What follows belongs to an exercise in optimizing a design on an open flow for small area, a short achievable clock period and few clock cycles per item; a production flow would make more cautious choices. Function was checked by simulation only, so behaviour that the tests miss may differ from the original. Power figures rest on the tool's default switching activity, not on a simulated workload.

<file path="config.mk">
export PLATFORM = sky130hd
export DESIGN_NAME = pov_panel_top
export DESIGN_NICKNAME = pov_panel_top
export VERILOG_FILES = /design/flow/design.v
export SDC_FILE = /design/flow/constraint.sdc
export NUM_CORES = 4
export LEC_CHECK = 0
export CAP_MARGIN = 20
export CORE_MARGIN = 2
export CORE_UTILIZATION = 30
export SLEW_MARGIN = 20
</file>
<file path="constraint.sdc">
create_clock -name core_clock -period 8.0 [get_ports {clk_in}]
set_input_delay 1.6000 -clock core_clock [delete_from_list [all_inputs] [get_ports {clk_in}]]
set_output_delay 1.6000 -clock core_clock [all_outputs]
set_load 0.01 [all_outputs]
</file>
<file path="design.v">
module host_regs (
   input  logic                  clk_in,
   input  logic                  rst_in,
   input  logic                  host_req,
   input  logic                  host_sel,      
   input  logic [(1 + $clog2(8) + $clog2(16))-1:0] host_addr,
   input  logic [(3 * 3)-1:0]  host_wdata,
   output logic                  host_ack,
   output logic                  pix_we,
   output logic [(1 + $clog2(8) + $clog2(16))-1:0] pix_addr,
   output logic [(3 * 3)-1:0]  pix_data,
   output logic                  ctrl_enable,
   output logic [8-1:0] ctrl_unit
);
   localparam logic H_IDLE = 1'b0;
   localparam logic H_ACK  = 1'b1;
   logic hstate;
   logic take;      
   assign take     = (hstate == H_IDLE) && host_req;
   assign host_ack = (hstate == H_ACK);    
   always_ff @(posedge clk_in) begin
      if (rst_in) begin
         hstate <= H_IDLE;
         pix_we <= 1'b0;
         ctrl_enable <= 1'b0;
         ctrl_unit   <= {{(8-1){1'b0}}, 1'b1};
      end else begin
         pix_we <= 1'b0;    
         case (hstate)
            H_IDLE: begin
               if (host_req) begin
                  hstate <= H_ACK;
                  if (host_sel == 1'b0) begin
                     ctrl_enable <= host_wdata[0];
                     ctrl_unit   <= host_wdata[(8 + 1)-1:1];
                  end else begin
                     pix_we <= 1'b1;    
                  end
               end
            end
            H_ACK: begin
               if (!host_req) begin
                  hstate <= H_IDLE;    
               end
            end
            default: begin
               hstate <= H_IDLE;
            end
         endcase
      end
   end
   always_ff @(posedge clk_in) begin
      if (take) begin
         pix_addr <= host_addr;
         pix_data <= host_wdata;
      end
   end
endmodule
module frame_memory (
   input  logic                  clk_in,
   input  logic                  pix_we,
   input  logic [(1 + $clog2(8) + $clog2(16))-1:0] pix_addr,
   input  logic [(3 * 3)-1:0]  pix_data,
   input  logic [$clog2(8)-1:0]  rd_row,
   output logic [(2 * (16 * (3 * 3)))-1:0] rd_data
);
   logic                 wr_half;
   logic [$clog2(8)-1:0] wr_row;
   logic [$clog2(16)-1:0] wr_col;
   assign {wr_half, wr_row, wr_col} = pix_addr;
   logic [(16 * (3 * 3))-1:0] bank0 [8];
   logic [(16 * (3 * 3))-1:0] bank1 [8];
   always_ff @(posedge clk_in) begin
      if (pix_we && !wr_half) begin
         bank0[wr_row][wr_col*(3 * 3) +: (3 * 3)] <= pix_data;
      end
      if (pix_we && wr_half) begin
         bank1[wr_row][wr_col*(3 * 3) +: (3 * 3)] <= pix_data;
      end
   end
   always_ff @(posedge clk_in) begin
      rd_data <= {bank1[rd_row], bank0[rd_row]};
   end
endmodule
module scan_sequencer (
   input  logic                  clk_in,
   input  logic                  rst_in,
   input  logic                  enable,
   input  logic [(2 * (16 * (3 * 3)))-1:0] rd_data,
   input  logic                  line_ready,
   output logic [$clog2(8)-1:0]  rd_row,
   output logic                  line_valid,
   output logic [(2 * (16 * (3 * 3)))-1:0] line_data,
   output logic [$clog2(8)-1:0]  line_row
);
   localparam logic [1:0] S_READ    = 2'd0;    
   localparam logic [1:0] S_PRESENT = 2'd1;    
   localparam logic [1:0] S_HOLD    = 2'd2;    
   logic [1:0]           sstate;
   logic [$clog2(8)-1:0] cur_row;
   logic [$clog2(8)-1:0] next_row;
   logic                 capture;
   assign rd_row   = cur_row;    
   assign next_row = (cur_row == $clog2(8)'(8 - 1)) ? '0 : cur_row + 1'b1;
   assign capture  = (sstate == S_PRESENT) && enable;
   always_ff @(posedge clk_in) begin
      if (rst_in) begin
         sstate     <= S_READ;
         cur_row    <= '0;
         line_valid <= 1'b0;
      end else begin
         case (sstate)
            S_READ: begin
               sstate <= S_PRESENT;
            end
            S_PRESENT: begin
               if (enable) begin
                  line_valid <= 1'b1;
                  sstate     <= S_HOLD;
               end
            end
            S_HOLD: begin
               if (line_ready) begin    
                  line_valid <= 1'b0;
                  cur_row    <= next_row;
                  sstate     <= S_READ;
               end
            end
            default: begin
               sstate <= S_READ;
            end
         endcase
      end
   end
   always_ff @(posedge clk_in) begin
      if (capture) begin
         line_data <= rd_data;
         line_row  <= cur_row;
      end
   end
endmodule
module hub75_output (
   input  logic                  clk_in,
   input  logic                  rst_in,
   input  logic                  line_valid,
   input  logic [(2 * (16 * (3 * 3)))-1:0] line_data,
   input  logic [$clog2(8)-1:0]  line_row,
   input  logic [8-1:0] unit,
   output logic                  line_ready,
   output logic [2:0]            rgb0,
   output logic [2:0]            rgb1,
   output logic                  led_clk,
   output logic                  led_latch,
   output logic                  led_output_enable,
   output logic [$clog2(8)-1:0]  hub75_address
);
   localparam logic [1:0] O_IDLE    = 2'd0;    
   localparam logic [1:0] O_SHIFT   = 2'd1;    
   localparam logic [1:0] O_LATCH   = 2'd2;    
   localparam logic [1:0] O_DISPLAY = 2'd3;    
   logic [1:0]                 ostate;
   logic [(2 * (16 * (3 * 3)))-1:0]      line_q;      
   logic [$clog2(8)-1:0]       row_q;
   logic [8-1:0]      unit_q;      
   logic [(8 + 3 - 1)-1:0]      unit_ext;
   logic [$clog2(16)-1:0]       col;
   logic [$clog2(3)-1:0] plane;
   logic [(8 + 3 - 1)-1:0]      disp_cnt;
   logic                       accept;
   logic [(3 * 3)-1:0]       top_pix;
   logic [(3 * 3)-1:0]       bot_pix;
   assign line_ready = (ostate == O_IDLE);
   assign accept     = line_ready && line_valid;
   assign unit_ext   = {{(3-1){1'b0}}, unit_q};
   assign top_pix = line_q[col*(3 * 3) +: (3 * 3)];
   assign bot_pix = line_q[(16 * (3 * 3)) + col*(3 * 3) +: (3 * 3)];
   assign rgb0 = {top_pix[2*3 + plane], top_pix[3 + plane], top_pix[plane]};
   assign rgb1 = {bot_pix[2*3 + plane], bot_pix[3 + plane], bot_pix[plane]};
   always_ff @(posedge clk_in) begin
      if (rst_in) begin
         ostate            <= O_IDLE;
         col               <= '0;
         plane             <= '0;
         disp_cnt          <= '0;
         led_clk           <= 1'b0;
         led_latch         <= 1'b0;
         led_output_enable <= 1'b1;    
         hub75_address     <= '0;
      end else begin
         case (ostate)
            O_IDLE: begin
               if (line_valid) begin
                  ostate  <= O_SHIFT;
                  col     <= '0;
                  plane   <= '0;
                  led_clk <= 1'b0;
               end
            end
            O_SHIFT: begin
               if (!led_clk) begin
                  led_clk <= 1'b1;    
               end else begin
                  led_clk <= 1'b0;
                  if (col == $clog2(16)'(16 - 1)) begin
                     ostate        <= O_LATCH;
                     led_latch     <= 1'b1;
                     hub75_address <= row_q;
                  end else begin
                     col <= col + 1'b1;
                  end
               end
            end
            O_LATCH: begin
               led_latch         <= 1'b0;
               led_output_enable <= 1'b0;                 
               disp_cnt          <= unit_ext << plane;    
               ostate            <= O_DISPLAY;
            end
            O_DISPLAY: begin
               if (disp_cnt == 1) begin    
                  led_output_enable <= 1'b1;
                  col               <= '0;
                  if (plane == 3 - 1) begin
                     ostate <= O_IDLE;    
                  end else begin
                     plane  <= plane + 1'b1;
                     ostate <= O_SHIFT;
                  end
               end else begin
                  disp_cnt <= disp_cnt - 1'b1;
               end
            end
            default: begin
               ostate <= O_IDLE;
            end
         endcase
      end
   end
   always_ff @(posedge clk_in) begin
      if (accept) begin
         line_q <= line_data;
         row_q  <= line_row;
         unit_q <= (unit == '0) ? {{(8-1){1'b0}}, 1'b1} : unit;
      end
   end
endmodule
module pov_panel_top (
   input  logic                  clk_in,
   input  logic                  rst_in,
   input  logic                  host_req,
   input  logic                  host_sel,      
   input  logic [(1 + $clog2(8) + $clog2(16))-1:0] host_addr,     
   input  logic [(3 * 3)-1:0]  host_wdata,
   output logic                  host_ack,
   output logic [2:0]            rgb0,
   output logic [2:0]            rgb1,
   output logic                  led_clk,
   output logic                  led_latch,
   output logic                  led_output_enable,
   output logic [$clog2(8)-1:0]  hub75_address
);
   logic                  pix_we;
   logic [(1 + $clog2(8) + $clog2(16))-1:0] pix_addr;
   logic [(3 * 3)-1:0]  pix_data;
   logic                  ctrl_enable;
   logic [8-1:0] ctrl_unit;
   logic [$clog2(8)-1:0]  rd_row;
   logic [(2 * (16 * (3 * 3)))-1:0] rd_data;
   logic                  line_valid;
   logic                  line_ready;
   logic [(2 * (16 * (3 * 3)))-1:0] line_data;
   logic [$clog2(8)-1:0]  line_row;
   host_regs u_host_regs (
      .clk_in      (clk_in),
      .rst_in      (rst_in),
      .host_req    (host_req),
      .host_sel    (host_sel),
      .host_addr   (host_addr),
      .host_wdata  (host_wdata),
      .host_ack    (host_ack),
      .pix_we      (pix_we),
      .pix_addr    (pix_addr),
      .pix_data    (pix_data),
      .ctrl_enable (ctrl_enable),
      .ctrl_unit   (ctrl_unit)
   );
   frame_memory u_frame_memory (
      .clk_in   (clk_in),
      .pix_we   (pix_we),
      .pix_addr (pix_addr),
      .pix_data (pix_data),
      .rd_row   (rd_row),
      .rd_data  (rd_data)
   );
   scan_sequencer u_scan_sequencer (
      .clk_in     (clk_in),
      .rst_in     (rst_in),
      .enable     (ctrl_enable),
      .rd_data    (rd_data),
      .line_ready (line_ready),
      .rd_row     (rd_row),
      .line_valid (line_valid),
      .line_data  (line_data),
      .line_row   (line_row)
   );
   hub75_output u_hub75_output (
      .clk_in            (clk_in),
      .rst_in            (rst_in),
      .line_valid        (line_valid),
      .line_data         (line_data),
      .line_row          (line_row),
      .unit              (ctrl_unit),
      .line_ready        (line_ready),
      .rgb0              (rgb0),
      .rgb1              (rgb1),
      .led_clk           (led_clk),
      .led_latch         (led_latch),
      .led_output_enable (led_output_enable),
      .hub75_address     (hub75_address)
   );
endmodule
</file>
<file path="run.sh">
#!/bin/bash
# synth_recipe.tcl (not shown) runs the flow's synth.tcl, then flattens the netlist and writes it again
# the make line also repeats each setting of config.mk as NAME=value (left out here)
make -C /OpenROAD-flow-scripts/flow DESIGN_CONFIG=/design/flow/config.mk WORK_HOME=/design/flow/orfs CLKGATE_MAP_FILE= SYNTH_SCRIPT=/design/flow/synth_recipe.tcl finish
</file>
==> run notes <==
- Outcome: timing/DRC/antenna clean
- Worst-Skew Late Latency: roughly 900 ps
- Setup-failing EPs final: 0
- Wire length of the first global-routing pass: around 470 mm
- Die width: ~660 um
- Yosys warning count: 4
- Starting DRT DRC Count: 7511
- Cell Rows: 239
- Clock sinks: roughly 3200
- Min Tclk post-route: roughly 7600 ps
- Placer congestion estimate: approximately 0.94
- Layout cell share with drive strength beyond 1: 0.2830
- Highest-delay cell along the critical path: nor2_1
- Avg WL per Cell: 27.15 um
- FMAX: 0.1320 GHz
- Vert. Die Dim: about 660 um
- Area of the die: around 430000 sq um
- I/O Buffers: 33
- Setup_tns: 0 ps
- Startpoint types: flop
- Vias in the first global route: 62850
- Finished Cell Area: ~150000 sq um
- Register area share after synthesis: 0.7342
- Layout Nets: 6355
- DP Worst Slack: 1438 ps
- Fillers: between 30000 and 40000
- Number of I/O pins: 34
- Critical Path Fanout Max: 24
- Hold WS: between 300 and 400 ps
- Clk slew on worst S/H paths: 70 ps
- Max_slew headroom: 0.2129
- Multiplexer share of the synthesized area: 0.2007
- Largest net degree at the start of global routing: 158
- Initial core utilization: 0.3017
- CTS resizes: 0
- Final hold vios: 0
- Ranking of synthesized cells by area: edfxtp_1, mux4_2, dfxtp_1
- Mapped Cells: 6237
- Gr usage total: 0.1501
- Area growth from synthesis to layout: 13.74%
- Via count: 63070
- Syn Nets: about 6300
- Remaining Overflow, GRT: 0
- CTS tree: done
- Post-Synth Simple-Gate Area: 0.03279
- Post-detail-place hpwl: between 200 and 250 mm
- Hold Crit Class: flop to flop
- Slew Limit Fails: 0
- Synth area leader: edfxtp_1
- Worst path cell trace: buf_4 -> ha_4 -> ha_2 -> ha_1 -> ha_1 -> xor3_1 -> nor2_1 -> nand4_1 -> a41oi_1 -> a2bb2oi_1 -> o32a_1 -> clkdlybuf4s50_1
- RSZ-0062 raised after global routing: no
- Hold path startpoint: u_frame_memory.rd_data[281]
- CTS buffer count: between 300 and 400
- Clock root buffer: clkbuf_16
- Syn Area/Cell: 20.53 sq um
- Hold path cells: 0
- Reg2reg path depth: 4
- VDD IR max: roughly 0.00017 V
- Placed Area: about 130000 sq um
- Core region area: 424300 sq um
- Reg2Reg Setup Slack: 3910 ps
- Crit share post-route: 0.9468
- Worst setup margin: between 400 and 500 ps
- Worst EP arrival: just under 6000 ps
- H-tree depth: 5
- Worst hold path endpoint: u_scan_sequencer.line_data[281]
- Leading post-synthesis cells by instance count: edfxtp_1, mux4_2, nor2_1, dfxtp_1, mux2_2
- #FFs+latches synth: around 3200
- Worst path required time: ~6400 ps
- Synth cell types: 81
- Crit. Startpoint: u_hub75_output.col[3]
- Cell Pwr Density: about 240 nW/um^2
- # Post-CTS Setup Buffers: 0
- Complex-gate fraction of the synthesized area: 0.01532
- Final wirelength: around 330 mm
- Post-route ant nets: 0
- Synth Area in XOR/XNOR: 0.0004300
- Area of the mapped netlist: around 130000 sq um
- Via density: a little over 5
- WS Path Type: flop to output pin
- Max stage delay on crit path: roughly 800 ps
- Worst-Margin Slew: roughly 1200 ps
- Number of synthesized flops with an enable pin: 2911
- Initial antenna violation count: 41
- Drt pass-1 iters: 6
- Critical Path Sink Type: output pin
- Lkg Pwr: about 50 nW
- Asr flop ratio synth: 0
- Crit path top cell by count: ha_1
- Residual DRC count: 0
- Clock Skew: between 60 and 70 ps
- R2R Path End: u_frame_memory.bank0[0][66]
- Largest family of logic cells by synthesized area: multiplexers
- Hold Buf Count CTS: 0
- Synth top area share: 0.6827
- Clock Path Buffers: 4
- Synthesized-area fraction occupied by adder cells: 0.001368
- Critical R2R Launch: u_host_regs.pix_addr[1]
- Top_reg_cell synth: edfxtp_1
- Top-count cell post-synth: edfxtp_1
- Max Cap Violations: 0
- Post-layout util: 0.3432
-- worst max-delay path: cells and delay by family, from the launching register on --
family | cells | cell delay (ps)
AO/OA/AOI/OAI | 3 | 1090
XOR/XNOR | 1 | 500
adder cells (fa/ha/maj) | 4 | 1030
buffers and inverters | 2 | 860
flip-flops | 1 | 300
AND/OR/NAND/NOR | 2 | 1250
-- cells in the final DEF (no fill, tap or decap), types with 16 or more instances in the layout --
cell type	synthesis	layout
edfxtp_1	2911	2911
mux4_2	899	899
nor2_1	382	368
clkbuf_16	0	337
mux2_2	327	327
dfxtp_1	329	323
nand2_1	179	178
mux2i_1	161	161
and2_1	152	151
clkbuf_1	197	89
buf_4	30	89
a21oi_1	60	60
clkinv_2	0	55
clkbuf_8	0	43
o21ai_0	38	37
nand3_1	36	35
diode_2	0	33
clkdlybuf4s50_1	0	32
clkinv_1	4	31
nor3_1	29	27
nor2b_1	29	26
a211oi_1	24	24
nand2b_1	21	21
buf_12	2	18
a22oi_1	17	17
nand4_1	17	17
o211ai_1	16	16
bufinv_16	0	16
-- flip-flops by register name, summed over array words and instances, names as in the netlist, 3 cells and up --
| name | count |
|---|---|
| u_scan_sequencer.cur_row | 3 |
| u_hub75_output.row_q | 3 |
| u_host_regs.ctrl_unit | 8 |
| u_frame_memory.bank0 | 1152 |
| u_hub75_output.disp_cnt | 10 |
| u_hub75_output.hub75_address | 3 |
| u_frame_memory.bank1 | 1152 |
| u_scan_sequencer.line_row | 3 |
| u_scan_sequencer.line_data | 288 |
| u_host_regs.pix_addr | 8 |
| u_frame_memory.rd_data | 288 |
| u_host_regs.pix_data | 9 |
| u_hub75_output.unit_q | 8 |
| u_hub75_output.line_q | 288 |
| u_hub75_output.col | 4 |
-- worst max path at each step --
stage,end,cells past startpoint
after floorplan,u_hub75_output.line_q[0],4
after global placement,rgb1[1],12
after detailed placement,rgb1[1],12
after CTS,rgb1[1],12
after global routing,rgb1[1],12
final,rgb1[0],12
-- where the power goes --
part / switching [W] / internal, W
sequential: 0.000125 / 0.0183
combinational: 0.000715 / 0.000382
clock: 0.00640 / 0.00875
-- per-stage QoR --
stage | std cells | power [W]
floorplan | 6237 | 0.01944
global placement | 11650 | 0.01989
detailed placement | 11650 | 0.01990
CTS | 12250 | 0.03498
global route | 12260 | 0.03567
finish | 12290 | 0.03470
-- per-layer routing --
metal | vias up | share of wire | track usage
met3 | 549 | 0.087 | 0.02857
met2 | 3101 | 0.47 | 0.2368
li1 | 25870 | - | -
met4 | 6 | 0.030 | 0.04612
met1 | 33550 | 0.41 | 0.2101
met5 | - | 0.00012 | 0
-- final cells by class --
class                      count  area, sq um  area share
inverter                      17        80.08   0.0005499
timing repair buffer         140         1354    0.009296
sequential                  3240        94020      0.6456
clock buffer                 469         9359     0.06427
clock inverter               136         1444    0.009915
multi-input combinational   2592        32200      0.2211
tap                         5663         7086     0.04865
antenna                       33        82.58   0.0005670
-- logic make-up after synthesis --
| logic type | after synthesis |
|---|---|
| and+or+nand+nor | 901 |
| adders and majority gates | 14 |
| xor gates and xnor gates | 3 |
| DFF | 3240 |
| muxes | 1393 |
| buffers and inverters | 405 |
| AOI/OAI and AO/OA | 281 |
Testbench counts, summed over its fixed seeds: cycles 24,768, lines 192.

## port drivers added, routing unchanged
The results above use ideal ports. As a check the final layout listed here was re-extracted and re-timed, cells and wires unchanged.
Step 1 assumes that a clkbuf_16 drives the clock port and a buf_2 every other input.
Step 2 moves the port delays by t, midway between the first and last clock arrival at a register: inputs arrive t later, outputs are due t later. That takes back most of the time a late clock gives input paths.
Slacks: ideal / step 1 / step 2; pairs: ideal / step 1.
t (ns): 1.007
slack for setup (ns): 0.426 / 0.309 / 1.316
worst setup path at the end: register to output
After both steps setup and hold are still met in this run. The setup slack of this run moves by -0.117 ns with the drivers and by +0.890 ns with both steps.
